This is an optimization exercise on Yosys and OpenROAD, whose aim is small area and a short achievable clock period, not a production implementation.
Only simulation tests tie the RTL to the original design; equivalence was not proved.
No activity file was given, so power comes from the tool's default toggle rates.

===== design/flow/run.sh =====
#!/bin/bash
# synth_recipe.tcl (not shown) runs the flow's synth.tcl, then flattens the netlist and writes it again
# the make line also repeats each setting of config.mk as NAME=value (left out here)
make -C /OpenROAD-flow-scripts/flow DESIGN_CONFIG=/design/flow/config.mk WORK_HOME=/design/flow/orfs CLKGATE_MAP_FILE= SYNTH_SCRIPT=/design/flow/synth_recipe.tcl finish

===== design/flow/config.mk =====
export PLATFORM = sky130hd
export DESIGN_NAME = fp16_mac
export DESIGN_NICKNAME = fp16_mac
export VERILOG_FILES = /design/flow/design.v
export SDC_FILE = /design/flow/constraint.sdc
export NUM_CORES = 4
export LEC_CHECK = 0
export CAP_MARGIN = 20
export CORE_MARGIN = 2
export CORE_UTILIZATION = 45
export CTS_CLUSTER_DIAMETER = 70
export CTS_CLUSTER_SIZE = 40
export SETUP_SLACK_MARGIN = 2.8
export SLEW_MARGIN = 20

===== design/flow/constraint.sdc =====
create_clock -name core_clock -period 6.0 [get_ports {clk}]
set_input_delay 1.2000 -clock core_clock [delete_from_list [all_inputs] [get_ports {clk}]]
set_output_delay 1.2000 -clock core_clock [all_outputs]
set_load 0.01 [all_outputs]

===== design/flow/design.v =====
`timescale 1ns/1ps
module fp16_pipe #(
    parameter int W  = 1,
    parameter bit EN = 1'b1
) (
    input  logic         clk,
    input  logic [W-1:0] d,
    output logic [W-1:0] q
);
    if (EN) begin : g_reg
        always_ff @(posedge clk) q <= d;
    end else begin : g_wire
        assign q = d;
    end
endmodule
module fp16_vpipe #(
    parameter bit EN = 1'b1
) (
    input  logic clk,
    input  logic rst,
    input  logic d,
    output logic q
);
    if (EN) begin : g_reg
        always_ff @(posedge clk)
            if (rst) q <= 1'b0;
            else     q <= d;
    end else begin : g_wire
        assign q = d & ~rst;
    end
endmodule
module fp16_unpack (
    input  logic [15:0] w_i,
    output logic [10:0] sig_o,
    output logic [4:0]  exp_o
);
    logic n;
    always_comb begin
        n     = w_i[14:10] != 5'd0;
        sig_o = {n, w_i[9:0]};
        exp_o = n ? w_i[14:10] : {4'd0, w_i[9:0] != 10'd0};
    end
endmodule
`timescale 1ns/1ps
module fp16_mul_a (
    input  logic [10:0] a_i,
    input  logic [10:0] b_i,
    output logic [57:0] cs_o
);
    logic pp0_0;
    assign pp0_0 = a_i[0] & b_i[0];
    logic pp0_1;
    assign pp0_1 = a_i[0] & b_i[1];
    logic pp0_2;
    assign pp0_2 = a_i[0] & b_i[2];
    logic pp0_3;
    assign pp0_3 = a_i[0] & b_i[3];
    logic pp0_4;
    assign pp0_4 = a_i[0] & b_i[4];
    logic pp0_5;
    assign pp0_5 = a_i[0] & b_i[5];
    logic pp0_6;
    assign pp0_6 = a_i[0] & b_i[6];
    logic pp0_7;
    assign pp0_7 = a_i[0] & b_i[7];
    logic pp0_8;
    assign pp0_8 = a_i[0] & b_i[8];
    logic pp0_9;
    assign pp0_9 = a_i[0] & b_i[9];
    logic pp0_10;
    assign pp0_10 = a_i[0] & b_i[10];
    logic pp1_0;
    assign pp1_0 = a_i[1] & b_i[0];
    logic pp1_1;
    assign pp1_1 = a_i[1] & b_i[1];
    logic pp1_2;
    assign pp1_2 = a_i[1] & b_i[2];
    logic pp1_3;
    assign pp1_3 = a_i[1] & b_i[3];
    logic pp1_4;
    assign pp1_4 = a_i[1] & b_i[4];
    logic pp1_5;
    assign pp1_5 = a_i[1] & b_i[5];
    logic pp1_6;
    assign pp1_6 = a_i[1] & b_i[6];
    logic pp1_7;
    assign pp1_7 = a_i[1] & b_i[7];
    logic pp1_8;
    assign pp1_8 = a_i[1] & b_i[8];
    logic pp1_9;
    assign pp1_9 = a_i[1] & b_i[9];
    logic pp1_10;
    assign pp1_10 = a_i[1] & b_i[10];
    logic pp2_0;
    assign pp2_0 = a_i[2] & b_i[0];
    logic pp2_1;
    assign pp2_1 = a_i[2] & b_i[1];
    logic pp2_2;
    assign pp2_2 = a_i[2] & b_i[2];
    logic pp2_3;
    assign pp2_3 = a_i[2] & b_i[3];
    logic pp2_4;
    assign pp2_4 = a_i[2] & b_i[4];
    logic pp2_5;
    assign pp2_5 = a_i[2] & b_i[5];
    logic pp2_6;
    assign pp2_6 = a_i[2] & b_i[6];
    logic pp2_7;
    assign pp2_7 = a_i[2] & b_i[7];
    logic pp2_8;
    assign pp2_8 = a_i[2] & b_i[8];
    logic pp2_9;
    assign pp2_9 = a_i[2] & b_i[9];
    logic pp2_10;
    assign pp2_10 = a_i[2] & b_i[10];
    logic pp3_0;
    assign pp3_0 = a_i[3] & b_i[0];
    logic pp3_1;
    assign pp3_1 = a_i[3] & b_i[1];
    logic pp3_2;
    assign pp3_2 = a_i[3] & b_i[2];
    logic pp3_3;
    assign pp3_3 = a_i[3] & b_i[3];
    logic pp3_4;
    assign pp3_4 = a_i[3] & b_i[4];
    logic pp3_5;
    assign pp3_5 = a_i[3] & b_i[5];
    logic pp3_6;
    assign pp3_6 = a_i[3] & b_i[6];
    logic pp3_7;
    assign pp3_7 = a_i[3] & b_i[7];
    logic pp3_8;
    assign pp3_8 = a_i[3] & b_i[8];
    logic pp3_9;
    assign pp3_9 = a_i[3] & b_i[9];
    logic pp3_10;
    assign pp3_10 = a_i[3] & b_i[10];
    logic pp4_0;
    assign pp4_0 = a_i[4] & b_i[0];
    logic pp4_1;
    assign pp4_1 = a_i[4] & b_i[1];
    logic pp4_2;
    assign pp4_2 = a_i[4] & b_i[2];
    logic pp4_3;
    assign pp4_3 = a_i[4] & b_i[3];
    logic pp4_4;
    assign pp4_4 = a_i[4] & b_i[4];
    logic pp4_5;
    assign pp4_5 = a_i[4] & b_i[5];
    logic pp4_6;
    assign pp4_6 = a_i[4] & b_i[6];
    logic pp4_7;
    assign pp4_7 = a_i[4] & b_i[7];
    logic pp4_8;
    assign pp4_8 = a_i[4] & b_i[8];
    logic pp4_9;
    assign pp4_9 = a_i[4] & b_i[9];
    logic pp4_10;
    assign pp4_10 = a_i[4] & b_i[10];
    logic pp5_0;
    assign pp5_0 = a_i[5] & b_i[0];
    logic pp5_1;
    assign pp5_1 = a_i[5] & b_i[1];
    logic pp5_2;
    assign pp5_2 = a_i[5] & b_i[2];
    logic pp5_3;
    assign pp5_3 = a_i[5] & b_i[3];
    logic pp5_4;
    assign pp5_4 = a_i[5] & b_i[4];
    logic pp5_5;
    assign pp5_5 = a_i[5] & b_i[5];
    logic pp5_6;
    assign pp5_6 = a_i[5] & b_i[6];
    logic pp5_7;
    assign pp5_7 = a_i[5] & b_i[7];
    logic pp5_8;
    assign pp5_8 = a_i[5] & b_i[8];
    logic pp5_9;
    assign pp5_9 = a_i[5] & b_i[9];
    logic pp5_10;
    assign pp5_10 = a_i[5] & b_i[10];
    logic pp6_0;
    assign pp6_0 = a_i[6] & b_i[0];
    logic pp6_1;
    assign pp6_1 = a_i[6] & b_i[1];
    logic pp6_2;
    assign pp6_2 = a_i[6] & b_i[2];
    logic pp6_3;
    assign pp6_3 = a_i[6] & b_i[3];
    logic pp6_4;
    assign pp6_4 = a_i[6] & b_i[4];
    logic pp6_5;
    assign pp6_5 = a_i[6] & b_i[5];
    logic pp6_6;
    assign pp6_6 = a_i[6] & b_i[6];
    logic pp6_7;
    assign pp6_7 = a_i[6] & b_i[7];
    logic pp6_8;
    assign pp6_8 = a_i[6] & b_i[8];
    logic pp6_9;
    assign pp6_9 = a_i[6] & b_i[9];
    logic pp6_10;
    assign pp6_10 = a_i[6] & b_i[10];
    logic pp7_0;
    assign pp7_0 = a_i[7] & b_i[0];
    logic pp7_1;
    assign pp7_1 = a_i[7] & b_i[1];
    logic pp7_2;
    assign pp7_2 = a_i[7] & b_i[2];
    logic pp7_3;
    assign pp7_3 = a_i[7] & b_i[3];
    logic pp7_4;
    assign pp7_4 = a_i[7] & b_i[4];
    logic pp7_5;
    assign pp7_5 = a_i[7] & b_i[5];
    logic pp7_6;
    assign pp7_6 = a_i[7] & b_i[6];
    logic pp7_7;
    assign pp7_7 = a_i[7] & b_i[7];
    logic pp7_8;
    assign pp7_8 = a_i[7] & b_i[8];
    logic pp7_9;
    assign pp7_9 = a_i[7] & b_i[9];
    logic pp7_10;
    assign pp7_10 = a_i[7] & b_i[10];
    logic pp8_0;
    assign pp8_0 = a_i[8] & b_i[0];
    logic pp8_1;
    assign pp8_1 = a_i[8] & b_i[1];
    logic pp8_2;
    assign pp8_2 = a_i[8] & b_i[2];
    logic pp8_3;
    assign pp8_3 = a_i[8] & b_i[3];
    logic pp8_4;
    assign pp8_4 = a_i[8] & b_i[4];
    logic pp8_5;
    assign pp8_5 = a_i[8] & b_i[5];
    logic pp8_6;
    assign pp8_6 = a_i[8] & b_i[6];
    logic pp8_7;
    assign pp8_7 = a_i[8] & b_i[7];
    logic pp8_8;
    assign pp8_8 = a_i[8] & b_i[8];
    logic pp8_9;
    assign pp8_9 = a_i[8] & b_i[9];
    logic pp8_10;
    assign pp8_10 = a_i[8] & b_i[10];
    logic pp9_0;
    assign pp9_0 = a_i[9] & b_i[0];
    logic pp9_1;
    assign pp9_1 = a_i[9] & b_i[1];
    logic pp9_2;
    assign pp9_2 = a_i[9] & b_i[2];
    logic pp9_3;
    assign pp9_3 = a_i[9] & b_i[3];
    logic pp9_4;
    assign pp9_4 = a_i[9] & b_i[4];
    logic pp9_5;
    assign pp9_5 = a_i[9] & b_i[5];
    logic pp9_6;
    assign pp9_6 = a_i[9] & b_i[6];
    logic pp9_7;
    assign pp9_7 = a_i[9] & b_i[7];
    logic pp9_8;
    assign pp9_8 = a_i[9] & b_i[8];
    logic pp9_9;
    assign pp9_9 = a_i[9] & b_i[9];
    logic pp9_10;
    assign pp9_10 = a_i[9] & b_i[10];
    logic pp10_0;
    assign pp10_0 = a_i[10] & b_i[0];
    logic pp10_1;
    assign pp10_1 = a_i[10] & b_i[1];
    logic pp10_2;
    assign pp10_2 = a_i[10] & b_i[2];
    logic pp10_3;
    assign pp10_3 = a_i[10] & b_i[3];
    logic pp10_4;
    assign pp10_4 = a_i[10] & b_i[4];
    logic pp10_5;
    assign pp10_5 = a_i[10] & b_i[5];
    logic pp10_6;
    assign pp10_6 = a_i[10] & b_i[6];
    logic pp10_7;
    assign pp10_7 = a_i[10] & b_i[7];
    logic pp10_8;
    assign pp10_8 = a_i[10] & b_i[8];
    logic pp10_9;
    assign pp10_9 = a_i[10] & b_i[9];
    logic pp10_10;
    assign pp10_10 = a_i[10] & b_i[10];
    logic w1;
    logic w2;
    logic w3;
    logic w4;
    logic w5;
    logic w6;
    logic w7;
    logic w8;
    logic w9;
    logic w10;
    logic w11;
    logic w12;
    assign w1 = pp0_9 ^ pp1_8;
    assign w2 = pp0_9 & pp1_8;
    assign w3 = pp1_9 ^ pp2_8 ^ pp3_7;
    assign w4 = (pp1_9 & pp2_8) | (pp1_9 & pp3_7) | (pp2_8 & pp3_7);
    assign w5 = pp4_6 ^ pp5_5;
    assign w6 = pp4_6 & pp5_5;
    assign w7 = pp2_9 ^ pp3_8 ^ pp4_7;
    assign w8 = (pp2_9 & pp3_8) | (pp2_9 & pp4_7) | (pp3_8 & pp4_7);
    assign w9 = pp5_6 ^ pp6_5;
    assign w10 = pp5_6 & pp6_5;
    assign w11 = pp3_9 ^ pp4_8 ^ pp5_7;
    assign w12 = (pp3_9 & pp4_8) | (pp3_9 & pp5_7) | (pp4_8 & pp5_7);
    logic w13;
    logic w14;
    logic w15;
    logic w16;
    logic w17;
    logic w18;
    logic w19;
    logic w20;
    logic w21;
    logic w22;
    logic w23;
    logic w24;
    logic w25;
    logic w26;
    logic w27;
    logic w28;
    logic w29;
    logic w30;
    logic w31;
    logic w32;
    logic w33;
    logic w34;
    logic w35;
    logic w36;
    logic w37;
    logic w38;
    logic w39;
    logic w40;
    logic w41;
    logic w42;
    logic w43;
    logic w44;
    logic w45;
    logic w46;
    logic w47;
    logic w48;
    logic w49;
    logic w50;
    logic w51;
    logic w52;
    logic w53;
    logic w54;
    logic w55;
    logic w56;
    logic w57;
    logic w58;
    logic w59;
    logic w60;
    assign w13 = pp0_6 ^ pp1_5;
    assign w14 = pp0_6 & pp1_5;
    assign w15 = pp0_7 ^ pp1_6 ^ pp2_5;
    assign w16 = (pp0_7 & pp1_6) | (pp0_7 & pp2_5) | (pp1_6 & pp2_5);
    assign w17 = pp3_4 ^ pp4_3;
    assign w18 = pp3_4 & pp4_3;
    assign w19 = pp0_8 ^ pp1_7 ^ pp2_6;
    assign w20 = (pp0_8 & pp1_7) | (pp0_8 & pp2_6) | (pp1_7 & pp2_6);
    assign w21 = pp3_5 ^ pp4_4 ^ pp5_3;
    assign w22 = (pp3_5 & pp4_4) | (pp3_5 & pp5_3) | (pp4_4 & pp5_3);
    assign w23 = pp6_2 ^ pp7_1;
    assign w24 = pp6_2 & pp7_1;
    assign w25 = pp2_7 ^ pp3_6 ^ pp4_5;
    assign w26 = (pp2_7 & pp3_6) | (pp2_7 & pp4_5) | (pp3_6 & pp4_5);
    assign w27 = pp5_4 ^ pp6_3 ^ pp7_2;
    assign w28 = (pp5_4 & pp6_3) | (pp5_4 & pp7_2) | (pp6_3 & pp7_2);
    assign w29 = pp8_1 ^ pp9_0 ^ w1;
    assign w30 = (pp8_1 & pp9_0) | (pp8_1 & w1) | (pp9_0 & w1);
    assign w31 = pp6_4 ^ pp7_3 ^ pp8_2;
    assign w32 = (pp6_4 & pp7_3) | (pp6_4 & pp8_2) | (pp7_3 & pp8_2);
    assign w33 = pp9_1 ^ pp0_10 ^ pp10_0;
    assign w34 = (pp9_1 & pp0_10) | (pp9_1 & pp10_0) | (pp0_10 & pp10_0);
    assign w35 = w3 ^ w5 ^ w2;
    assign w36 = (w3 & w5) | (w3 & w2) | (w5 & w2);
    assign w37 = pp7_4 ^ pp8_3 ^ pp9_2;
    assign w38 = (pp7_4 & pp8_3) | (pp7_4 & pp9_2) | (pp8_3 & pp9_2);
    assign w39 = pp1_10 ^ pp10_1 ^ w7;
    assign w40 = (pp1_10 & pp10_1) | (pp1_10 & w7) | (pp10_1 & w7);
    assign w41 = w9 ^ w4 ^ w6;
    assign w42 = (w9 & w4) | (w9 & w6) | (w4 & w6);
    assign w43 = pp6_6 ^ pp7_5 ^ pp8_4;
    assign w44 = (pp6_6 & pp7_5) | (pp6_6 & pp8_4) | (pp7_5 & pp8_4);
    assign w45 = pp9_3 ^ pp2_10 ^ pp10_2;
    assign w46 = (pp9_3 & pp2_10) | (pp9_3 & pp10_2) | (pp2_10 & pp10_2);
    assign w47 = w11 ^ w8 ^ w10;
    assign w48 = (w11 & w8) | (w11 & w10) | (w8 & w10);
    assign w49 = pp4_9 ^ pp5_8 ^ pp6_7;
    assign w50 = (pp4_9 & pp5_8) | (pp4_9 & pp6_7) | (pp5_8 & pp6_7);
    assign w51 = pp7_6 ^ pp8_5 ^ pp9_4;
    assign w52 = (pp7_6 & pp8_5) | (pp7_6 & pp9_4) | (pp8_5 & pp9_4);
    assign w53 = pp3_10 ^ pp10_3 ^ w12;
    assign w54 = (pp3_10 & pp10_3) | (pp3_10 & w12) | (pp10_3 & w12);
    assign w55 = pp5_9 ^ pp6_8 ^ pp7_7;
    assign w56 = (pp5_9 & pp6_8) | (pp5_9 & pp7_7) | (pp6_8 & pp7_7);
    assign w57 = pp8_6 ^ pp9_5 ^ pp4_10;
    assign w58 = (pp8_6 & pp9_5) | (pp8_6 & pp4_10) | (pp9_5 & pp4_10);
    assign w59 = pp6_9 ^ pp7_8 ^ pp8_7;
    assign w60 = (pp6_9 & pp7_8) | (pp6_9 & pp8_7) | (pp7_8 & pp8_7);
    logic w61;
    logic w62;
    logic w63;
    logic w64;
    logic w65;
    logic w66;
    logic w67;
    logic w68;
    logic w69;
    logic w70;
    logic w71;
    logic w72;
    logic w73;
    logic w74;
    logic w75;
    logic w76;
    logic w77;
    logic w78;
    logic w79;
    logic w80;
    logic w81;
    logic w82;
    logic w83;
    logic w84;
    logic w85;
    logic w86;
    logic w87;
    logic w88;
    logic w89;
    logic w90;
    logic w91;
    logic w92;
    logic w93;
    logic w94;
    logic w95;
    logic w96;
    logic w97;
    logic w98;
    logic w99;
    logic w100;
    logic w101;
    logic w102;
    logic w103;
    logic w104;
    logic w105;
    logic w106;
    logic w107;
    logic w108;
    logic w109;
    logic w110;
    logic w111;
    logic w112;
    assign w61 = pp0_4 ^ pp1_3;
    assign w62 = pp0_4 & pp1_3;
    assign w63 = pp0_5 ^ pp1_4 ^ pp2_3;
    assign w64 = (pp0_5 & pp1_4) | (pp0_5 & pp2_3) | (pp1_4 & pp2_3);
    assign w65 = pp3_2 ^ pp4_1;
    assign w66 = pp3_2 & pp4_1;
    assign w67 = pp2_4 ^ pp3_3 ^ pp4_2;
    assign w68 = (pp2_4 & pp3_3) | (pp2_4 & pp4_2) | (pp3_3 & pp4_2);
    assign w69 = pp5_1 ^ pp6_0 ^ w13;
    assign w70 = (pp5_1 & pp6_0) | (pp5_1 & w13) | (pp6_0 & w13);
    assign w71 = pp5_2 ^ pp6_1 ^ pp7_0;
    assign w72 = (pp5_2 & pp6_1) | (pp5_2 & pp7_0) | (pp6_1 & pp7_0);
    assign w73 = w15 ^ w17 ^ w14;
    assign w74 = (w15 & w17) | (w15 & w14) | (w17 & w14);
    assign w75 = pp8_0 ^ w19 ^ w21;
    assign w76 = (pp8_0 & w19) | (pp8_0 & w21) | (w19 & w21);
    assign w77 = w23 ^ w16 ^ w18;
    assign w78 = (w23 & w16) | (w23 & w18) | (w16 & w18);
    assign w79 = w25 ^ w27 ^ w29;
    assign w80 = (w25 & w27) | (w25 & w29) | (w27 & w29);
    assign w81 = w20 ^ w22 ^ w24;
    assign w82 = (w20 & w22) | (w20 & w24) | (w22 & w24);
    assign w83 = w31 ^ w33 ^ w35;
    assign w84 = (w31 & w33) | (w31 & w35) | (w33 & w35);
    assign w85 = w26 ^ w28 ^ w30;
    assign w86 = (w26 & w28) | (w26 & w30) | (w28 & w30);
    assign w87 = w37 ^ w39 ^ w41;
    assign w88 = (w37 & w39) | (w37 & w41) | (w39 & w41);
    assign w89 = w32 ^ w34 ^ w36;
    assign w90 = (w32 & w34) | (w32 & w36) | (w34 & w36);
    assign w91 = w43 ^ w45 ^ w47;
    assign w92 = (w43 & w45) | (w43 & w47) | (w45 & w47);
    assign w93 = w38 ^ w40 ^ w42;
    assign w94 = (w38 & w40) | (w38 & w42) | (w40 & w42);
    assign w95 = w49 ^ w51 ^ w53;
    assign w96 = (w49 & w51) | (w49 & w53) | (w51 & w53);
    assign w97 = w44 ^ w46 ^ w48;
    assign w98 = (w44 & w46) | (w44 & w48) | (w46 & w48);
    assign w99 = pp10_4 ^ w55 ^ w57;
    assign w100 = (pp10_4 & w55) | (pp10_4 & w57) | (w55 & w57);
    assign w101 = w50 ^ w52 ^ w54;
    assign w102 = (w50 & w52) | (w50 & w54) | (w52 & w54);
    assign w103 = pp9_6 ^ pp5_10 ^ pp10_5;
    assign w104 = (pp9_6 & pp5_10) | (pp9_6 & pp10_5) | (pp5_10 & pp10_5);
    assign w105 = w59 ^ w56 ^ w58;
    assign w106 = (w59 & w56) | (w59 & w58) | (w56 & w58);
    assign w107 = pp7_9 ^ pp8_8 ^ pp9_7;
    assign w108 = (pp7_9 & pp8_8) | (pp7_9 & pp9_7) | (pp8_8 & pp9_7);
    assign w109 = pp6_10 ^ pp10_6 ^ w60;
    assign w110 = (pp6_10 & pp10_6) | (pp6_10 & w60) | (pp10_6 & w60);
    assign w111 = pp8_9 ^ pp9_8 ^ pp7_10;
    assign w112 = (pp8_9 & pp9_8) | (pp8_9 & pp7_10) | (pp9_8 & pp7_10);
    logic w113;
    logic w114;
    logic w115;
    logic w116;
    logic w117;
    logic w118;
    logic w119;
    logic w120;
    logic w121;
    logic w122;
    logic w123;
    logic w124;
    logic w125;
    logic w126;
    logic w127;
    logic w128;
    logic w129;
    logic w130;
    logic w131;
    logic w132;
    logic w133;
    logic w134;
    logic w135;
    logic w136;
    logic w137;
    logic w138;
    logic w139;
    logic w140;
    logic w141;
    logic w142;
    logic w143;
    logic w144;
    assign w113 = pp0_3 ^ pp1_2;
    assign w114 = pp0_3 & pp1_2;
    assign w115 = pp2_2 ^ pp3_1 ^ pp4_0;
    assign w116 = (pp2_2 & pp3_1) | (pp2_2 & pp4_0) | (pp3_1 & pp4_0);
    assign w117 = pp5_0 ^ w63 ^ w65;
    assign w118 = (pp5_0 & w63) | (pp5_0 & w65) | (w63 & w65);
    assign w119 = w67 ^ w69 ^ w64;
    assign w120 = (w67 & w69) | (w67 & w64) | (w69 & w64);
    assign w121 = w71 ^ w73 ^ w68;
    assign w122 = (w71 & w73) | (w71 & w68) | (w73 & w68);
    assign w123 = w75 ^ w77 ^ w72;
    assign w124 = (w75 & w77) | (w75 & w72) | (w77 & w72);
    assign w125 = w79 ^ w81 ^ w76;
    assign w126 = (w79 & w81) | (w79 & w76) | (w81 & w76);
    assign w127 = w83 ^ w85 ^ w80;
    assign w128 = (w83 & w85) | (w83 & w80) | (w85 & w80);
    assign w129 = w87 ^ w89 ^ w84;
    assign w130 = (w87 & w89) | (w87 & w84) | (w89 & w84);
    assign w131 = w91 ^ w93 ^ w88;
    assign w132 = (w91 & w93) | (w91 & w88) | (w93 & w88);
    assign w133 = w95 ^ w97 ^ w92;
    assign w134 = (w95 & w97) | (w95 & w92) | (w97 & w92);
    assign w135 = w99 ^ w101 ^ w96;
    assign w136 = (w99 & w101) | (w99 & w96) | (w101 & w96);
    assign w137 = w103 ^ w105 ^ w100;
    assign w138 = (w103 & w105) | (w103 & w100) | (w105 & w100);
    assign w139 = w107 ^ w109 ^ w104;
    assign w140 = (w107 & w109) | (w107 & w104) | (w109 & w104);
    assign w141 = pp10_7 ^ w111 ^ w108;
    assign w142 = (pp10_7 & w111) | (pp10_7 & w108) | (w111 & w108);
    assign w143 = pp9_9 ^ pp8_10 ^ pp10_8;
    assign w144 = (pp9_9 & pp8_10) | (pp9_9 & pp10_8) | (pp8_10 & pp10_8);
    assign cs_o = {pp10_10, w144, pp10_9, pp9_10, w143, w142, w112, w141, w140, w110, w139, w138, w106, w137, w136, w102, w135, w134, w98, w133, w132, w94, w131, w130, w90, w129, w128, w86, w127, w126, w82, w125, w124, w78, w123, w122, w74, w121, w120, w70, w119, w118, w66, w117, w116, w62, w115, w114, w61, w113, pp3_0, pp2_1, pp2_0, pp1_1, pp0_2, pp1_0, pp0_1, pp0_0};
endmodule
module fp16_mul_b (
    input  logic [57:0] cs_i,
    output logic [21:0] row0_o,
    output logic [21:0] row1_o
);
    logic pp0_0;
    assign pp0_0 = cs_i[0];
    logic pp0_1;
    assign pp0_1 = cs_i[1];
    logic pp1_0;
    assign pp1_0 = cs_i[2];
    logic pp0_2;
    assign pp0_2 = cs_i[3];
    logic pp1_1;
    assign pp1_1 = cs_i[4];
    logic pp2_0;
    assign pp2_0 = cs_i[5];
    logic pp2_1;
    assign pp2_1 = cs_i[6];
    logic pp3_0;
    assign pp3_0 = cs_i[7];
    logic w113;
    assign w113 = cs_i[8];
    logic w61;
    assign w61 = cs_i[9];
    logic w114;
    assign w114 = cs_i[10];
    logic w115;
    assign w115 = cs_i[11];
    logic w62;
    assign w62 = cs_i[12];
    logic w116;
    assign w116 = cs_i[13];
    logic w117;
    assign w117 = cs_i[14];
    logic w66;
    assign w66 = cs_i[15];
    logic w118;
    assign w118 = cs_i[16];
    logic w119;
    assign w119 = cs_i[17];
    logic w70;
    assign w70 = cs_i[18];
    logic w120;
    assign w120 = cs_i[19];
    logic w121;
    assign w121 = cs_i[20];
    logic w74;
    assign w74 = cs_i[21];
    logic w122;
    assign w122 = cs_i[22];
    logic w123;
    assign w123 = cs_i[23];
    logic w78;
    assign w78 = cs_i[24];
    logic w124;
    assign w124 = cs_i[25];
    logic w125;
    assign w125 = cs_i[26];
    logic w82;
    assign w82 = cs_i[27];
    logic w126;
    assign w126 = cs_i[28];
    logic w127;
    assign w127 = cs_i[29];
    logic w86;
    assign w86 = cs_i[30];
    logic w128;
    assign w128 = cs_i[31];
    logic w129;
    assign w129 = cs_i[32];
    logic w90;
    assign w90 = cs_i[33];
    logic w130;
    assign w130 = cs_i[34];
    logic w131;
    assign w131 = cs_i[35];
    logic w94;
    assign w94 = cs_i[36];
    logic w132;
    assign w132 = cs_i[37];
    logic w133;
    assign w133 = cs_i[38];
    logic w98;
    assign w98 = cs_i[39];
    logic w134;
    assign w134 = cs_i[40];
    logic w135;
    assign w135 = cs_i[41];
    logic w102;
    assign w102 = cs_i[42];
    logic w136;
    assign w136 = cs_i[43];
    logic w137;
    assign w137 = cs_i[44];
    logic w106;
    assign w106 = cs_i[45];
    logic w138;
    assign w138 = cs_i[46];
    logic w139;
    assign w139 = cs_i[47];
    logic w110;
    assign w110 = cs_i[48];
    logic w140;
    assign w140 = cs_i[49];
    logic w141;
    assign w141 = cs_i[50];
    logic w112;
    assign w112 = cs_i[51];
    logic w142;
    assign w142 = cs_i[52];
    logic w143;
    assign w143 = cs_i[53];
    logic pp9_10;
    assign pp9_10 = cs_i[54];
    logic pp10_9;
    assign pp10_9 = cs_i[55];
    logic w144;
    assign w144 = cs_i[56];
    logic pp10_10;
    assign pp10_10 = cs_i[57];
    logic w145;
    logic w146;
    logic w147;
    logic w148;
    logic w149;
    logic w150;
    logic w151;
    logic w152;
    logic w153;
    logic w154;
    logic w155;
    logic w156;
    logic w157;
    logic w158;
    logic w159;
    logic w160;
    logic w161;
    logic w162;
    logic w163;
    logic w164;
    logic w165;
    logic w166;
    logic w167;
    logic w168;
    logic w169;
    logic w170;
    logic w171;
    logic w172;
    logic w173;
    logic w174;
    logic w175;
    logic w176;
    logic w177;
    logic w178;
    logic w179;
    logic w180;
    assign w145 = pp0_2 ^ pp1_1;
    assign w146 = pp0_2 & pp1_1;
    assign w147 = pp2_1 ^ pp3_0 ^ w113;
    assign w148 = (pp2_1 & pp3_0) | (pp2_1 & w113) | (pp3_0 & w113);
    assign w149 = w61 ^ w115 ^ w114;
    assign w150 = (w61 & w115) | (w61 & w114) | (w115 & w114);
    assign w151 = w62 ^ w117 ^ w116;
    assign w152 = (w62 & w117) | (w62 & w116) | (w117 & w116);
    assign w153 = w66 ^ w119 ^ w118;
    assign w154 = (w66 & w119) | (w66 & w118) | (w119 & w118);
    assign w155 = w70 ^ w121 ^ w120;
    assign w156 = (w70 & w121) | (w70 & w120) | (w121 & w120);
    assign w157 = w74 ^ w123 ^ w122;
    assign w158 = (w74 & w123) | (w74 & w122) | (w123 & w122);
    assign w159 = w78 ^ w125 ^ w124;
    assign w160 = (w78 & w125) | (w78 & w124) | (w125 & w124);
    assign w161 = w82 ^ w127 ^ w126;
    assign w162 = (w82 & w127) | (w82 & w126) | (w127 & w126);
    assign w163 = w86 ^ w129 ^ w128;
    assign w164 = (w86 & w129) | (w86 & w128) | (w129 & w128);
    assign w165 = w90 ^ w131 ^ w130;
    assign w166 = (w90 & w131) | (w90 & w130) | (w131 & w130);
    assign w167 = w94 ^ w133 ^ w132;
    assign w168 = (w94 & w133) | (w94 & w132) | (w133 & w132);
    assign w169 = w98 ^ w135 ^ w134;
    assign w170 = (w98 & w135) | (w98 & w134) | (w135 & w134);
    assign w171 = w102 ^ w137 ^ w136;
    assign w172 = (w102 & w137) | (w102 & w136) | (w137 & w136);
    assign w173 = w106 ^ w139 ^ w138;
    assign w174 = (w106 & w139) | (w106 & w138) | (w139 & w138);
    assign w175 = w110 ^ w141 ^ w140;
    assign w176 = (w110 & w141) | (w110 & w140) | (w141 & w140);
    assign w177 = w112 ^ w143 ^ w142;
    assign w178 = (w112 & w143) | (w112 & w142) | (w143 & w142);
    assign w179 = pp9_10 ^ pp10_9 ^ w144;
    assign w180 = (pp9_10 & pp10_9) | (pp9_10 & w144) | (pp10_9 & w144);
    assign row0_o = {1'b0, pp10_10, w179, w177, w175, w173, w171, w169, w167, w165, w163, w161, w159, w157, w155, w153, w151, w149, w147, pp2_0, pp0_1, pp0_0};
    assign row1_o = {1'b0, w180, w178, w176, w174, w172, w170, w168, w166, w164, w162, w160, w158, w156, w154, w152, w150, w148, w146, w145, pp1_0, 1'b0};
endmodule
module fp16_mul_cpa (
    input  logic [21:0] row0_i,
    input  logic [21:0] row1_i,
    output logic [21:0] prod_o
);
    assign prod_o = row0_i + row1_i;
endmodule
`timescale 1ns/1ps
module fp16_expo1 (
    input  logic [4:0]  k_exp_i,
    input  logic [4:0]  x_exp_i,
    input  logic [15:0] b_i,
    output logic [10:0] b_sig_o,
    output logic [4:0]  b_exp_o,
    output logic [5:0]  es_o         
);
    logic b_n;
    always_comb begin
        b_n     = b_i[14:10] != 5'd0;
        b_exp_o = b_n ? b_i[14:10] : 5'd1;
        b_sig_o = {b_n, b_i[9:0]};
        es_o    = {1'b0, k_exp_i} + {1'b0, x_exp_i};
    end
endmodule
module fp16_expo2 (
    input  logic [4:0] b_exp_i,
    input  logic [5:0] es_i,
    input  logic       p_sign_i,
    input  logic       b_sign_i,
    output logic       p_wins_o,
    output logic [4:0] shift_o,      
    output logic       drop_o,       
    output logic       edge_o,       
    output logic [5:0] exp_o,        
    output logic       sign_o,
    output logic       sub_o
);
    logic [5:0] t, pe;
    logic [6:0] d, nd;      
    always_comb begin
        t        = {1'b0, b_exp_i} + 6'd15;
        d        = {1'b0, es_i} - {1'b0, t};
        nd       = {1'b0, t} - {1'b0, es_i};
        pe       = es_i - 6'd15;           
        p_wins_o = nd[6];
        if (p_wins_o) begin
            shift_o = d[4:0];
            drop_o  = d[5:0] > 6'd21;
            edge_o  = d[5:0] == 6'd21;    
            exp_o   = pe;
            sign_o  = p_sign_i;
        end else begin
            shift_o = nd[4:0];
            drop_o  = nd[5:0] > 6'd22;
            edge_o  = nd[5:0] == 6'd22;   
            exp_o   = {1'b0, b_exp_i};
            sign_o  = b_sign_i;
        end
        sub_o = p_sign_i ^ b_sign_i;
    end
endmodule
module fp16_align (
    input  logic [21:0] prod_i,
    input  logic [10:0] b_sig_i,
    input  logic        p_wins_i,
    input  logic [4:0]  shift_i,
    input  logic        drop_i,
    input  logic        edge_i,
    input  logic        sub_i,
    output logic [21:0] hi_o,
    output logic [32:0] lo_o
);
    logic        p_top, drop;
    logic [21:0] p, bb, lo_in;
    logic [32:0] lo;
    always_comb begin
        p_top = prod_i[21];
        p     = {prod_i[21:1], prod_i[0] & ~p_top};
        bb    = {1'b0, b_sig_i, 10'd0};
        drop  = drop_i | (edge_i & (p_top ~^ p_wins_i));
        hi_o  = p_wins_i ? p : bb;
        lo_in = p_wins_i ? bb : p;
        lo    = drop ? 33'd0 : {lo_in, 11'd0} >> shift_i;
        lo_o  = sub_i ? ~lo : lo;
    end
endmodule
module fp16_add (
    input  logic [21:0] hi_i,
    input  logic [32:0] lo_i,
    input  logic        sub_i,
    output logic [33:0] mag_o,
    output logic        neg_o
);
    logic [34:0] t0, t1;
    always_comb begin
        t0    = {1'b0, hi_i, 11'd0} + {1'b0, sub_i, lo_i};
        t1    = {1'b0, hi_i, 11'd0} + {1'b0, sub_i, lo_i} + 35'd1;
        neg_o = sub_i & ~t0[34];
        if (!sub_i)
            mag_o = t0[33:0];
        else if (t0[34])
            mag_o = t1[33:0];
        else
            mag_o = ~t0[33:0];
    end
endmodule
`timescale 1ns/1ps
module fp16_lzc (
    input  logic [33:0] v_i,
    output logic [5:0]  n_o
);
    logic [63:0] z [7];
    logic [5:0]  c [7][64];
    always_comb begin
        for (int i = 0; i < 64; i++) begin
            z[0][i] = (i < 34) ? ~v_i[33 - i] : 1'b1;
            c[0][i] = '0;
        end
        for (int l = 1; l <= 6; l++) begin
            for (int i = 0; i < 64; i++) begin
                z[l][i] = 1'b0;
                c[l][i] = '0;
            end
            for (int i = 0; i < (64 >> l); i++) begin
                z[l][i] = z[l-1][2*i] & z[l-1][2*i+1];
                if (z[l-1][2*i])
                    c[l][i] = c[l-1][2*i+1] | 6'(1 << (l - 1));
                else
                    c[l][i] = c[l-1][2*i];
            end
        end
        n_o = c[6][0];
    end
endmodule
module fp16_mark (
    input  logic [5:0] exp_i,
    output logic [3:0] hi_o,
    output logic [7:0] lo_o
);
    logic [5:0] j;
    always_comb begin
        j    = 6'd32 - exp_i;
        hi_o = (exp_i <= 6'd32) ? 4'(4'd1 << j[4:3]) : 4'd0;
        lo_o = 8'(8'd1 << j[2:0]);
    end
endmodule
module fp16_normalize (
    input  logic [33:0] mag_i,
    input  logic [3:0]  mark_hi_i,
    input  logic [7:0]  mark_lo_i,
    output logic [14:0] top_o,      
    output logic [5:0]  shift_o     
);
    logic [33:0] m, n;
    fp16_lzc lzc_i (.v_i(m), .n_o(shift_o));
    always_comb begin
        for (int i = 0; i < 34; i++)
            m[i] = mag_i[i] | (i < 32 && mark_hi_i[i / 8] && mark_lo_i[i % 8]);
        n     = mag_i << {shift_o[5:2], 2'b00};
        top_o = n[33:19];
    end
endmodule
module fp16_fine (
    input  logic [14:0] top_i,
    input  logic [1:0]  shift_i,
    output logic [10:0] sig_o,
    output logic        rnd_o
);
    logic [14:0] n;
    always_comb begin
        n     = top_i << shift_i;
        sig_o = n[14:4];
        rnd_o = n[3];
    end
endmodule
module fp16_round (
    input  logic        sign_i,
    input  logic [10:0] sig_i,
    input  logic        rnd_i,
    input  logic [5:0]  e2_i,
    input  logic [5:0]  shift_i,
    output logic [15:0] result_o
);
    logic        inc;
    logic [5:0]  e0, e1, e;
    logic [9:0]  frac;
    logic        sat, zero;
    always_comb begin
        inc  = rnd_i & (&sig_i[9:0]);           
        e0   = e2_i - shift_i;
        e1   = e2_i - shift_i + 6'd1;
        e    = sig_i[10] ? (inc ? e1 : e0) : {5'd0, inc};
        frac = sig_i[9:0] + 10'(rnd_i);
        sat  = e > 6'd30;
        zero = ~sig_i[10] & (sig_i[9:0] == 10'd0) & ~rnd_i;
        if (sat)
            result_o = {sign_i, 15'h7BFF};
        else if (zero)
            result_o = 16'd0;
        else
            result_o = {sign_i, e[4:0], frac};
    end
endmodule
`timescale 1ns/1ps
module fp16_mac (
    input  logic                        clk,
    input  logic                        rst,
    input  logic                        in_valid_i,
    input  logic [2-1:0]           tag_i,
    input  logic [16-1:0]          k_i,
    input  logic [16-1:0]          x_i,
    input  logic [16-1:0]          b_i,
    output logic                        out_valid_o,
    output logic [2-1:0]           tag_o,
    output logic [16-1:0]          result_o
);
    localparam int CSW = 58;       
    logic [10:0] u_k_sig, u_x_sig;
    logic [4:0]  u_k_exp, u_x_exp;
    logic [CSW-1:0] m_cs, c1_cs;
    logic [10:0] e_b_sig, c1_b_sig;
    logic [4:0]  e_b_exp, c1_b_exp;
    logic [5:0]  e_es, c1_es;
    logic        c1_p_sign, c1_b_sign;
    logic [1:0]  c1_tag;
    logic        c1_valid;
    fp16_unpack unpack_k (.w_i(k_i), .sig_o(u_k_sig), .exp_o(u_k_exp));
    fp16_unpack unpack_x (.w_i(x_i), .sig_o(u_x_sig), .exp_o(u_x_exp));
    fp16_mul_a mul_a_i (.a_i(u_k_sig), .b_i(u_x_sig), .cs_o(m_cs));
    fp16_expo1 expo1_i (
        .k_exp_i(u_k_exp), .x_exp_i(u_x_exp), .b_i(b_i),
        .b_sig_o(e_b_sig), .b_exp_o(e_b_exp), .es_o(e_es)
    );
    fp16_vpipe #(1'b1) c1_v (.clk, .rst, .d(in_valid_i), .q(c1_valid));
    fp16_pipe #(CSW + 26, 1'b1) c1 (.clk,
        .d({m_cs, e_b_sig, e_b_exp, e_es, k_i[15] ^ x_i[15], b_i[15], tag_i}),
        .q({c1_cs, c1_b_sig, c1_b_exp, c1_es, c1_p_sign, c1_b_sign, c1_tag}));
    logic [21:0] m_row0, m_row1, m_prod, c2_prod;
    logic        x_p_wins, x_drop, x_edge, x_sign, x_sub;
    logic [4:0]  x_shift;
    logic [5:0]  x_exp;
    logic [10:0] c2_b_sig;
    logic        c2_p_wins, c2_drop, c2_edge, c2_sign, c2_sub;
    logic [4:0]  c2_shift;
    logic [5:0]  c2_exp;
    logic [1:0]  c2_tag;
    logic        c2_valid;
    fp16_mul_b mul_b_i (.cs_i(c1_cs), .row0_o(m_row0), .row1_o(m_row1));
    fp16_mul_cpa mul_cpa_i (.row0_i(m_row0), .row1_i(m_row1), .prod_o(m_prod));
    fp16_expo2 expo2_i (
        .b_exp_i(c1_b_exp), .es_i(c1_es), .p_sign_i(c1_p_sign), .b_sign_i(c1_b_sign),
        .p_wins_o(x_p_wins), .shift_o(x_shift), .drop_o(x_drop), .edge_o(x_edge),
        .exp_o(x_exp), .sign_o(x_sign), .sub_o(x_sub)
    );
    fp16_vpipe #(1'b1) c2_v (.clk, .rst, .d(c1_valid), .q(c2_valid));
    fp16_pipe #(51, 1'b1) c2 (.clk,
        .d({m_prod, c1_b_sig, x_p_wins, x_shift, x_drop, x_edge, x_exp, x_sign, x_sub, c1_tag}),
        .q({c2_prod, c2_b_sig, c2_p_wins, c2_shift, c2_drop, c2_edge, c2_exp, c2_sign, c2_sub, c2_tag}));
    logic [21:0] a_hi, c3_hi;
    logic [32:0] a_lo, c3_lo;
    logic [5:0]  c3_exp;
    logic        c3_sign, c3_sub;
    logic [1:0]  c3_tag;
    logic        c3_valid;
    fp16_align align_i (
        .prod_i(c2_prod), .b_sig_i(c2_b_sig), .p_wins_i(c2_p_wins), .shift_i(c2_shift),
        .drop_i(c2_drop), .edge_i(c2_edge), .sub_i(c2_sub), .hi_o(a_hi), .lo_o(a_lo)
    );
    fp16_vpipe #(1'b1) c3_v (.clk, .rst, .d(c2_valid), .q(c3_valid));
    fp16_pipe #(65, 1'b1) c3 (.clk,
        .d({a_hi, a_lo, c2_exp, c2_sign, c2_sub, c2_tag}),
        .q({c3_hi, c3_lo, c3_exp, c3_sign, c3_sub, c3_tag}));
    logic [33:0] d_mag, c4_mag;
    logic        d_neg;
    logic [5:0]  c4_e2;
    logic [3:0]  k_mark_hi, c4_mark_hi;
    logic [7:0]  k_mark_lo, c4_mark_lo;
    logic        c4_sign;
    logic [1:0]  c4_tag;
    logic        c4_valid;
    fp16_add add_i (.hi_i(c3_hi), .lo_i(c3_lo), .sub_i(c3_sub), .mag_o(d_mag), .neg_o(d_neg));
    fp16_vpipe #(1'b1) c4_v (.clk, .rst, .d(c3_valid), .q(c4_valid));
    fp16_mark mark_i (.exp_i(c3_exp), .hi_o(k_mark_hi), .lo_o(k_mark_lo));
    fp16_pipe #(55, 1'b1) c4 (.clk,
        .d({d_mag, c3_exp + 6'd2, k_mark_hi, k_mark_lo, c3_sign ^ d_neg, c3_tag}),
        .q({c4_mag, c4_e2, c4_mark_hi, c4_mark_lo, c4_sign, c4_tag}));
    logic [14:0] n_top, c5_top;
    logic        c5_sign;
    logic [5:0]  n_shift, c5_shift, c5_e2;
    logic [1:0]  c5_tag;
    logic        c5_valid;
    fp16_normalize normalize_i (.mag_i(c4_mag), .mark_hi_i(c4_mark_hi), .mark_lo_i(c4_mark_lo), .top_o(n_top), .shift_o(n_shift));
    fp16_vpipe #(1'b1) c5_v (.clk, .rst, .d(c4_valid), .q(c5_valid));
    fp16_pipe #(30, 1'b1) c5 (.clk,
        .d({n_top, n_shift, c4_e2, c4_sign, c4_tag}),
        .q({c5_top, c5_shift, c5_e2, c5_sign, c5_tag}));
    logic [15:0] r_result;
    logic [10:0] f_sig;
    logic        f_rnd;
    fp16_fine fine_i (.top_i(c5_top), .shift_i(c5_shift[1:0]), .sig_o(f_sig), .rnd_o(f_rnd));
    fp16_round round_i (.sign_i(c5_sign), .sig_i(f_sig), .rnd_i(f_rnd), .e2_i(c5_e2), .shift_i(c5_shift), .result_o(r_result));
    always_ff @(posedge clk) begin
        if (rst) begin
            out_valid_o <= 1'b0;
            tag_o       <= '0;
            result_o    <= '0;
        end else begin
            out_valid_o <= c5_valid;
            if (c5_valid) begin
                tag_o    <= c5_tag;
                result_o <= r_result;
            end
        end
    end
endmodule

==> results of run 1 <==
[repair_timing]
action	in CTS	in global routing
hold buffers	0	0
buffers inserted	4	12
gates resized for setup	81	56
pin swaps	4	17
endpoints found under the setup margin	79	56
cloned	0	1
[metrics by stage]
stage          hold slack, ns  setup slack (ns)  power, mW  area (µm²)
2_1_floorplan           0.310              2.44       7.25       17300
3_3_place_gp            0.310              1.73       8.62       18300
3_5_place_dp            0.312              1.72       8.68       18300
4_1_cts                 0.319              2.80       10.5       19200
5_1_grt                 0.323              2.77       11.5       19500
6_report                0.316              2.83       10.7       19500
[kinds of logic after synthesis]
family,Yosys count,synth area share [%]
and+or+nand+nor,538,15.6
AOI/OAI and AO/OA,357,13.7
DFF,309,36.1
buffers and inverters,207,4.63
adders and majority gates,168,16.0
xor gates and xnor gates,145,7.42
muxes,77,6.49
[flip-flops by register name, indices dropped and copies added (netlist names), 2 cells and up]
name	count
c1.q	84
c3.q	65
c4.q	55
c2.q	51
c5.q	30
result_o	16
tag_o	2
[cells in the mapped netlist, types with 3 or more instances]
library cell,number,share of area (%)
nor3_1,24,0.70
and4_1,3,0.15
xnor2_1,88,4.5
or3_1,5,0.18
o21bai_1,6,0.26
xor2_1,57,2.9
nand2_1,175,3.8
nand3_1,34,0.99
nand2b_1,8,0.29
o21ai_0,95,2.8
o31a_1,3,0.15
a21oi_1,85,2.5
mux4_2,12,1.6
a21o_1,26,1.1
o31ai_1,7,0.31
nand4_1,16,0.58
o22ai_1,11,0.40
a31oi_1,10,0.37
nor2b_1,15,0.55
a221o_1,18,1.1
buf_1,8,0.18
o311ai_0,3,0.15
dfxtp_1,309,36
or2_2,3,0.11
a2111oi_0,5,0.26
nor2_1,116,2.5
o21a_1,8,0.35
mux2i_1,33,1.9
and3_1,17,0.62
and2_1,91,3.3
clkbuf_1,74,1.6
a211oi_1,22,0.96
fa_1,86,10
a211o_1,3,0.15
o211ai_1,12,0.53
mux2_2,22,1.4
mux4_1,10,1.5
a311oi_1,6,0.31
ha_1,82,6.0
a221oi_1,8,0.41
inv_1,119,2.6
nor4_1,13,0.47
[cell type report]
class,instances,area [µm²]
clock buffers,24,589
clock inverters,16,259
fillers,3506,18100
inverters,122,465
multi-input cells,1285,10500
flip-flops and latches,309,6190
well taps,511,639
repair buffers,95,857
repair inverters,1,7.51
[power by group]
group	switching, mW	leakage, nW	internal (mW)
logic	3.12	5.28	2.39
clock network	0.875	0.405	0.797
registers	0.717	2.59	2.76
total	4.72	8.28	5.95
[metal layers]
layer,GRT usage [%],up-vias
li1,-,6241
met1,29.2,6229
met2,35.1,287
met3,2.30,55
met4,5.47,0
met5,0,-
[final timing paths]
check | depth (start not counted) | endpoint | slack, ns
min | 0 | c2.q[28]$_DFF_P_ | 0.32
min reg2reg | 0 | c2.q[28]$_DFF_P_ | 0.32
max | 7 | c1.q[55]$_DFF_P_ | 2.83
max reg2reg | 10 | c4.q[52]$_DFF_P_ | 2.92
[worst reg2reg max path: cells and delay by family, from the launching register on]
family                   cells  cell delay (ns)
AO/OA/AOI/OAI                6             1.52
flip-flops                   1             0.31
adder cells (fa/ha/maj)      1             0.39
AND/OR/NAND/NOR              1             0.30
XOR/XNOR                     2             0.45
==> flow_summary.json, run 1 <==
{
  "grt_max_degree": 40,
  "drcViolationCount": 0,
  "critPathLaunch": "k_i[12]",
  "crit_arrival_ns": 3.59,
  "finalHoldViolCount": 0,
  "final_common_cell": "dfxtp_1",
  "via_per_inst": 5.42,
  "final_cell_mix": "dfxtp_1, nand2_1, inv_1",
  "ys_ff_latch": 309,
  "grt_pass1_vias": 12464,
  "syn_area_per_cell_um2": 9.51,
  "hold_class": "reg2reg",
  "rsz0062_at_grt": "false",
  "finalNonFillerCells": 2363,
  "cts.clk_slew.worst_paths_ns": 0.10,
  "ios": 72,
  "grt.total_usage_pct": 21.0,
  "tns_ns": 0,
  "min_period_over_period_pct": 52.9,
  "slowest_delay_ns": 0.58,
  "dr.max_layer_used": "met4",
  "post-route-util_pct": 51.9,
  "vias": 12812,
  "cp_top_family": "adder cells",
  "core_area_mm2": 0.0376,
  "wl_met3_mm": 1.74,
  "crit_fanout": 6,
  "detail_route.iter0.violations": 797,
  "detail_route.first_pass.iterations": 5,
  "clock-skew-final_ns": 0.0231,
  "yosysWarningCount": 21,
  "dr_wl_met2_mm": 19.6,
  "mappedNetlistArea_mm2": 0.0171,
  "htreeDepth": 1,
  "cts_buffer_depth": 3,
  "syn_inst": 1801,
  "n_antenna_cell": 0,
  "peakVddDrop_v": 0.000255,
  "crit_slowest_cell": "fa_1",
  "cts.sinks": 309,
  "row_count": 71,
  "dieArea_mm2": 0.0396,
  "crit_type": "in2reg",
  "syn_nets": 2022,
  "antenna_found_initial": 1,
  "synth-edff-count": 0,
  "wl_mm": 41.5,
  "power_density_mw_per_mm2": 547,
  "io_buffers": 71,
  "fp.dieH_um": 199,
  "setup_viol": 0,
  "cp_cell_sequence": "clkdlybuf4s50_1, nor2_2, nand2_2, and2_4, fa_1, fa_1, fa_2",
  "seq_area_frac_synth_pct": 36.1,
  "tritoncts": "done",
  "grt_pass1_wl_mm": 66.1,
  "critPathLaunchType": "primary input",
  "synthDistinctLibCells": 82,
  "drive_gt1_share_pct": 10.7,
  "ys.flop_type": "dfxtp_1",
  "endpoint_kind": "register",
  "wire_per_inst_um": 17.6,
  "status": "no timing/DRC/antenna violations",
  "fp.dieW_um": 199,
  "wl_met1_mm": 19.2,
  "grt_overflow": 0,
  "report.final.slew_viol_count": 0,
  "cts-root-buf": "clkbuf_16",
  "syn_to_final_growth_pct": 13.8,
  "cts-buffers-inserted": 22,
  "cp.buffers_inverters": 1,
  "drv_cap": 0,
  "clk_latency_ns": 0.55,
  "crit_top_cell": "fa_1",
  "nets": 2057,
  "r2r-start": "c3.q[25]$_DFF_P_",
  "ant_nets": 0,
  "cp_data_required_time_ns": 6.42,
  "gp_congestion": 0.955,
  "hold_start": "c1.q[25]$_DFF_P_",
  "ys_async_sr_fraction_pct": 0,
  "period_minus_slack_ns": 3.17,
  "start_util_pct": 45.6,
  "fmax_mhz": 315,
  "p_leak_nw": 8.28,
  "hpwl_mm": 32.5,
  "placedCellCount": 2306,
  "slew_headroom_pct": 32.6,
  "worst_pin_slew_ns": 1.01
}
==> run 2, diff against run 1 <==
==> design/flow/flow/run.sh (new file) <==
#!/bin/bash
# Standard layout, with the port buffers made of plain buffers (buf_2)
# instead of the delay cells that buffer_ports picks by default.
set -e
export BUFFER_PORTS_ARGS="-buffer_cell sky130_fd_sc_hd__buf_2"
bash standard.sh > standard.log 2>&1
==> design/flow/standard.sh (new file) <==
#!/bin/bash
# synth_recipe.tcl (not shown) runs the flow's synth.tcl, then flattens the netlist and writes it again
# the make line also repeats each setting of config.mk as NAME=value (left out here)
make -C /OpenROAD-flow-scripts/flow DESIGN_CONFIG=/design/flow/config.mk WORK_HOME=/design/flow/orfs CLKGATE_MAP_FILE= SYNTH_SCRIPT=/design/flow/synth_recipe.tcl "${@:-finish}"
--- a/design/flow/config.mk
+++ b/design/flow/config.mk
@@ -9,3 +9,3 @@
 export CORE_MARGIN = 2
-export CORE_UTILIZATION = 45
+export CORE_UTILIZATION = 40
 export CTS_CLUSTER_DIAMETER = 70
removed: design/flow/run.sh
==> run 2 against run 1 <==
  * Critical path type unchanged
  * Via count down 1.6%
  * Largest power group unchanged
  * Still clean
  * Design area down 2.2%
  * Largest cell class unchanged
  * Clock-buffer cell count shrank 3
  * Critical endpoint is now c1.q[58]$_DFF_P_
  * Combinational power barely moved
  * Die area is 12% higher
==> flow_summary.json, run 2 <==
{
  "fillers": 3961,
  "met2_usage_pct": 32.5,
  "core_area_mm2": 0.0421,
  "vias": 12606,
  "fp.dieH_um": 211,
  "synth_most_common_cell": "dfxtp_1",
  "cts.clk_slew.worst_paths_ns": 0.09,
  "whs_ns": 0.334,
  "hpwl_mm": 32.4,
  "cp_cell_sequence": "clkbuf_4, and2_4, fa_1, inv_1, fa_1, inv_1, fa_1, fa_1",
  "internal-power_mw": 5.87,
  "cp_top_family": "adder cells",
  "syn_area_per_cell_um2": 9.51,
  "cts-root-buf": "clkbuf_16",
  "grt_busiest_layer": "met2",
  "crit_top_cell": "fa_1",
  "syn_inst": 1801,
  "p_leak_nw": 8.14,
  "seqPwrFrac_pct": 33.2,
  "swShare_pct": 44.0,
  "seqCellArea_mm2": 0.00619,
  "r2r-start": "c5.q[9]$_DFF_P_",
  "start_util_pct": 40.6,
  "wire_per_inst_um": 17.1,
  "n_antenna_cell": 0,
  "largestRegisters": "c1.q x84, c3.q x65, c4.q x55",
  "grt.total_usage_pct": 18.2,
  "syn_to_final_growth_pct": 11.3,
  "ys_ff_latch": 309,
  "clk_latency_ns": 0.54,
  "mappedNetlistArea_mm2": 0.0171,
  "fmax_mhz": 318,
  "grt_max_degree": 40,
  "worst_pin_slew_ns": 0.924,
  "io_buffers": 71,
  "met3_usage_pct": 1.86,
  "crit_slowest_cell": "fa_1",
  "final_common_cell": "dfxtp_1",
  "cp_data_required_time_ns": 6.42,
  "grt_pass1_vias": 12580,
  "htreeDepth": 1,
  "yosys.area.top_type": "dfxtp_1",
  "hold_start": "c1.q[25]$_DFF_P_",
  "rsz0062_at_grt": "true",
  "seq_area_frac_synth_pct": 36.1,
  "grt_overflow": 0,
  "drcViolationCount": 0,
  "clockPowerShare_pct": 14.0,
  "tritoncts": "done",
  "fp.dieW_um": 211,
  "drv_cap": 0,
  "ff2ff_setup_slack_ns": 2.96,
  "ys_async_sr_fraction_pct": 0,
  "antenna_found_initial": 0,
  "yosysWarningCount": 21,
  "drive_gt1_share_pct": 13.7,
  "hold_class": "reg2reg",
  "report.final.slew_viol_count": 0,
  "cts_buffer_depth": 3,
  "cts-buffers-inserted": 20,
  "min_period_over_period_pct": 52.4,
  "ys.flop_type": "dfxtp_1",
  "worstHoldEndpoint": "c2.q[28]$_DFF_P_",
  "status": "no timing/DRC/antenna violations",
  "cts.sinks": 309,
  "row_count": 75,
  "synth.area.top_cells": "dfxtp_1, fa_1, ha_1",
  "dpl-instance-area_mm2": 0.0179,
  "final_cell_mix": "dfxtp_1, nand2_1, inv_1",
  "finalHoldViolCount": 0,
  "multi_input_area_mm2": 0.0105,
  "crit_fanout": 12,
  "regMostFlops": "c1.q",
  "power_mw": 10.5,
  "nets": 2060,
  "detail_route.first_pass.iterations": 5,
  "via_per_inst": 5.27,
  "syn_nets": 2022,
  "clock-skew-final_ns": 0.0239,
  "largest_register_ffs": 84,
  "use_met1_pct": 23.3,
  "synth-edff-count": 0,
  "ios": 72,
  "combPwrFrac_pct": 52.9,
  "worstHoldPathCells": 0,
  "gp_congestion": 0.937,
  "synth_top_area_share_pct": 36.1,
  "power_density_mw_per_mm2": 549,
  "cp.buffers_inverters": 3,
  "detail_route.iter0.violations": 553,
  "synthDistinctLibCells": 82,
  "wl_mm": 40.9,
  "r2r_cells": 11,
  "reg2reg_to": "result_o[10]$_SDFFE_PP0P_",
  "grt_pass1_wl_mm": 65.3,
  "design_area_mm2": 0.0191,
  "setup_viol": 0,
  "tns_ns": 0,
  "ys_top_cells_by_count": "dfxtp_1, nand2_1, inv_1, nor2_1, o21ai_0",
  "period_minus_slack_ns": 3.14,
  "slowest_delay_ns": 0.53,
  "endpoint_kind": "register",
  "finalNonFillerCells": 2392,
  "slew_headroom_pct": 38.4,
  "crit_arrival_ns": 3.56,
  "ant_nets": 0,
  "netSwitchingPower_mw": 4.61,
  "crit_type": "in2reg",
  "critPathLaunchType": "primary input",
  "dieArea_mm2": 0.0445,
  "peakVddDrop_v": 0.000208,
  "placedCellCount": 2333
}
==> run 2: worst reg2reg max path, stage by stage, from the launching register on <==
cell and delay (ns):
dfxtp_4 0.42, ha_1 0.24, fa_1 0.61, inv_1 0.08, ha_1 0.20, nand2b_1 0.14
mux2_2 0.26, o21ai_0 0.17, and3b_1 0.20, nand3_2 0.17, and2_4 0.23, a32o_1 0.23
==> run 2: stage by stage <==
stage | utilization, % | setup slack [ns]
finish | 45.2 | 2.86
global route | 45.2 | 2.77
CTS | 44.5 | 2.80
detailed placement | 42.6 | 2.27
global placement | 42.6 | 2.29
floorplan | - | 2.44
==> run 2: cells by family after synthesis <==
| kind of cell | Yosys count | synth area share [%] |
|---|---|---|
| buffers and inverters | 207 | 4.63 |
| XOR/XNOR | 145 | 7.42 |
| flip-flops | 309 | 36.1 |
| multiplexers | 77 | 6.49 |
| AO/OA/AOI/OAI | 357 | 13.7 |
| adder cells (fa/ha/maj) | 168 | 16.0 |
| AND/OR/NAND/NOR | 538 | 15.6 |
==> run 2: area by class of cell <==
| type | count | share of cell area [%] |
|---|---|---|
| Clock buffer | 21 | 2.65 |
| Timing Repair Buffer | 100 | 3.04 |
| Clock inverter | 15 | 0.972 |
| Inverter | 122 | 2.42 |
| Tap cell | 539 | 3.54 |
| Multi-Input combinational cell | 1286 | 54.9 |
| Sequential cell | 309 | 32.5 |
==> run 2: how the worst max path moves through the flow <==
stage / from / endpoint / slack (ns) / depth (start not counted)
2_1_floorplan: x_i[7] / c1.q[58]$_DFF_P_ / 2.44 / 8
3_3_place_gp: k_i[4] / c1.q[58]$_DFF_P_ / 2.29 / 8
3_5_place_dp: k_i[4] / c1.q[58]$_DFF_P_ / 2.27 / 8
4_1_cts: c3.q[25]$_DFF_P_ / c4.q[54]$_DFF_P_ / 2.80 / 10
5_1_grt: c3.q[21]$_DFF_P_ / c4.q[52]$_DFF_P_ / 2.77 / 11
6_report: k_i[4] / c1.q[58]$_DFF_P_ / 2.86 / 8
==> run 2: layer usage <==
layer  vias up  part of all wire, %
met5         -                    0
met4         0                  2.6
met3        62                  3.5
met2       258                   49
met1      6039                   45
li1       6247                    -
==> run 2: timing repair <==
action | CTS | global route
gates resized for setup | 20 | 43
endpoints found under the hold margin | 0 | 0
gates cloned | 0 | 1
buffers inserted | 6 | 16
hold buffers | 0 | 0
setup endpoints to repair | 67 | 38
pin swaps | 4 | 21
==> run 2: power groups by stage <==
stage	sequential, mW	clock, mW	combinational [mW]
floorplan	3.11	0	4.14
global placement	3.50	0	5.07
detailed placement	3.51	0	5.12
CTS	3.46	1.52	5.24
global route	3.57	1.60	6.15
finish	3.47	1.46	5.54
==> run 3, diff against run 2 <==
--- a/design/flow/config.mk
+++ b/design/flow/config.mk
@@ -12,3 +12,3 @@
 export CTS_CLUSTER_SIZE = 40
-export SETUP_SLACK_MARGIN = 2.8
+export SETUP_SLACK_MARGIN = 2.9
 export SLEW_MARGIN = 20
==> run 3 against run 2 <==
  * Still clean on timing, DRC and antenna
  * Synthesized area stayed put
  * Routed wire length is 0.12% higher
  * Non-clock buffer count is 9 higher
  * Power is 0.39% higher
  * Setup slack better by 0.036 ns
  * Via count is 1.1% higher
  * Critical endpoint unchanged
  * Largest cell class unchanged
  * Highest routed layer unchanged
==> flow_summary.json, run 3 <==
{
  "status": "no timing/DRC/antenna violations",
  "largestRegisters": "c1.q x84, c3.q x65, c4.q x55",
  "wire_per_inst_um": 17.1,
  "use_met1_pct": 23.8,
  "power_density_mw_per_mm2": 545,
  "syn_nets": 2022,
  "cts-buffers-inserted": 21,
  "whs_ns": 0.320,
  "cts.clk_slew.worst_paths_ns": 0.09,
  "syn_area_per_cell_um2": 9.51,
  "hold_class": "reg2reg",
  "htreeDepth": 1,
  "period_minus_slack_ns": 3.11,
  "grt_pass1_wl_mm": 66.2,
  "wl_mm": 41.0,
  "synth.area.top_cells": "dfxtp_1, fa_1, ha_1",
  "hpwl_mm": 32.2,
  "yosys.area.top_type": "dfxtp_1",
  "hold_buffers": 0,
  "final_common_cell": "dfxtp_1",
  "dieArea_mm2": 0.0445,
  "fp.dieW_um": 211,
  "tns_ns": 0,
  "seq_area_frac_synth_pct": 36.1,
  "crit_slowest_cell": "fa_1",
  "fmax_mhz": 322,
  "grt_pass1_vias": 12726,
  "clock-skew-final_ns": 0.0256,
  "cp_cell_sequence": "buf_6, and2_4, fa_1, inv_1, fa_2, inv_1, fa_1, fa_1",
  "drcViolationCount": 0,
  "io_buffers": 71,
  "met3_usage_pct": 2.10,
  "ys_async_sr_fraction_pct": 0,
  "row_count": 75,
  "slowest_delay_ns": 0.53,
  "min_period_over_period_pct": 51.8,
  "post-route-util_pct": 45.8,
  "critPathLaunchType": "primary input",
  "cp_data_required_time_ns": 6.42,
  "worst_pin_slew_ns": 0.927,
  "detail_route.first_pass.iterations": 6,
  "cts_buffer_depth": 3,
  "synthDistinctLibCells": 82,
  "report.final.slew_viol_count": 0,
  "gp_congestion": 0.941,
  "nets": 2070,
  "crit_type": "in2reg",
  "dpl-instance-area_mm2": 0.0180,
  "synth_most_common_cell": "dfxtp_1",
  "drive_gt1_share_pct": 14.9,
  "power_mw": 10.5,
  "ios": 72,
  "endpoint_kind": "register",
  "synth-edff-count": 0,
  "crit_fanout": 12,
  "vias": 12739,
  "core_area_mm2": 0.0421,
  "fin_ws_ns": 2.89,
  "rsz0062_at_grt": "true",
  "setup_viol": 0,
  "ys_ff_latch": 309,
  "seqCellArea_mm2": 0.00619,
  "ys.flop_type": "dfxtp_1",
  "design_area_mm2": 0.0193,
  "fp.dieH_um": 211,
  "placedCellCount": 2333,
  "synth_top_area_share_pct": 36.1,
  "post-place-ws_ns": 2.28,
  "via_per_inst": 5.31,
  "cts.sinks": 309,
  "grt_overflow": 0,
  "n_antenna_cell": 0,
  "detail_route.iter0.violations": 739,
  "tritoncts": "done",
  "cp.buffers_inverters": 3,
  "grt_max_degree": 40,
  "met2_usage_pct": 31.9,
  "regMostFlops": "c1.q",
  "mappedNetlistArea_mm2": 0.0171,
  "yosysWarningCount": 21,
  "ant_nets": 0,
  "fillers": 4017,
  "crit_top_cell": "fa_1",
  "syn_to_final_growth_pct": 12.7,
  "grt.total_usage_pct": 18.4,
  "finalNonFillerCells": 2401,
  "grt_busiest_layer": "met2",
  "p_leak_nw": 8.24,
  "syn_inst": 1801,
  "start_util_pct": 40.6,
  "ys_top_cells_by_count": "dfxtp_1, nand2_1, inv_1, nor2_1, o21ai_0",
  "cts-root-buf": "clkbuf_16",
  "largest_register_ffs": 84,
  "peakVddDrop_v": 0.000260,
  "drv_cap": 0,
  "crit_arrival_ns": 3.52,
  "finalHoldViolCount": 0,
  "antenna_found_initial": 0,
  "cp_top_family": "adder cells",
  "final_cell_mix": "dfxtp_1, nand2_1, inv_1, nor2_1, o21ai_0",
  "slew_headroom_pct": 38.1,
  "multi_input_area_mm2": 0.0105,
  "clk_latency_ns": 0.55
}
run 3: cell counts after synthesis:
Identical to the previous run, type by type.
run 3: kinds of logic (layout without fill, tap and decap cells):
kind of cell | count (synthesis) | after routing | synth area share (%)
DFF | 309 | 309 | 36.1
buffers and inverters | 207 | 267 | 4.63
AOI/OAI and AO/OA | 357 | 358 | 13.7
xor gates and xnor gates | 145 | 145 | 7.42
and+or+nand+nor | 538 | 538 | 15.6
muxes | 77 | 77 | 6.49
adders and majority gates | 168 | 168 | 16.0
run 3: final cells by class:
class                           instances  share of cell area, %
Clock buffer                           23                   2.81
Tap cell                              539                   3.49
Clock inverter                         13                  0.979
Timing Repair Buffer                  109                   3.66
Multi-Input combinational cell       1286                   54.5
Inverter                              122                   2.41
Sequential cell                       309                   32.1
run 3: final timing paths:
| path | startpoint | endpoint | slack [ns] | depth (start not counted) |
|---|---|---|---|---|
| worst min-delay path | c4.q[18]$_DFF_P_ | c5.q[6]$_DFF_P_ | 0.32 | 0 |
| worst max-delay path | k_i[4] | c1.q[58]$_DFF_P_ | 2.89 | 8 |
| worst min register to register | c4.q[18]$_DFF_P_ | c5.q[6]$_DFF_P_ | 0.32 | 0 |
| worst max register to register | c3.q[21]$_DFF_P_ | c4.q[52]$_DFF_P_ | 2.99 | 12 |
run 3: layer usage:
layer  vias to the layer above  wire (µm)
met1                      6067      18200
met5                         -          0
met4                         0       1440
li1                       6274          -
met3                        87       1500
met2                       311      19800
run 3: repair_timing:
item,CTS,global route
gates resized for setup,35,66
setup buffers,7,24
pin swaps,9,28
endpoints found under the setup margin,75,47
gates cloned,0,1
run 3: where the power goes:
part	internal, mW	switching [mW]
combinational	2.44	3.07
clock	0.717	0.804
sequential	2.76	0.726
total	5.91	4.60

what the ideal ports hide:
In the flow no input, the clock included, has a driving cell. The finished layouts below were timed again as built, in two steps. Step 1 sets driving cells, clkbuf_16 on the clock port and buf_2 on the other inputs (assumed; they add their load-dependent delay and slew). Step 2 times the ports against the registers' clock, not the clock port: input delays grow and output delays shrink by t, the midpoint of the rising clock arrivals with the driver on. a / b / c = ideal ports / drivers / drivers and shift; a / b = the first two.
| run | shift t [ns] | setup slack, ns | hold slack, ns | worst data-port slew with drivers (ns) |
|---|---|---|---|---|
| run 1 | 0.587 | 2.829 / 2.855 / 2.268 | 0.316 / 0.316 / 0.316 | 0.04 |
| run 2 | 0.581 | 2.859 / 2.885 / 2.305 | 0.334 / 0.334 / 0.334 | 0.07 |
| run 3 | 0.582 | 2.895 / 2.913 / 2.331 | 0.320 / 0.320 / 0.320 | 0.07 |
After both steps setup and hold are still met in every run listed. The setup slack of run 3, which loses most, moves by +0.018 ns with the drivers and by -0.564 ns with both steps.
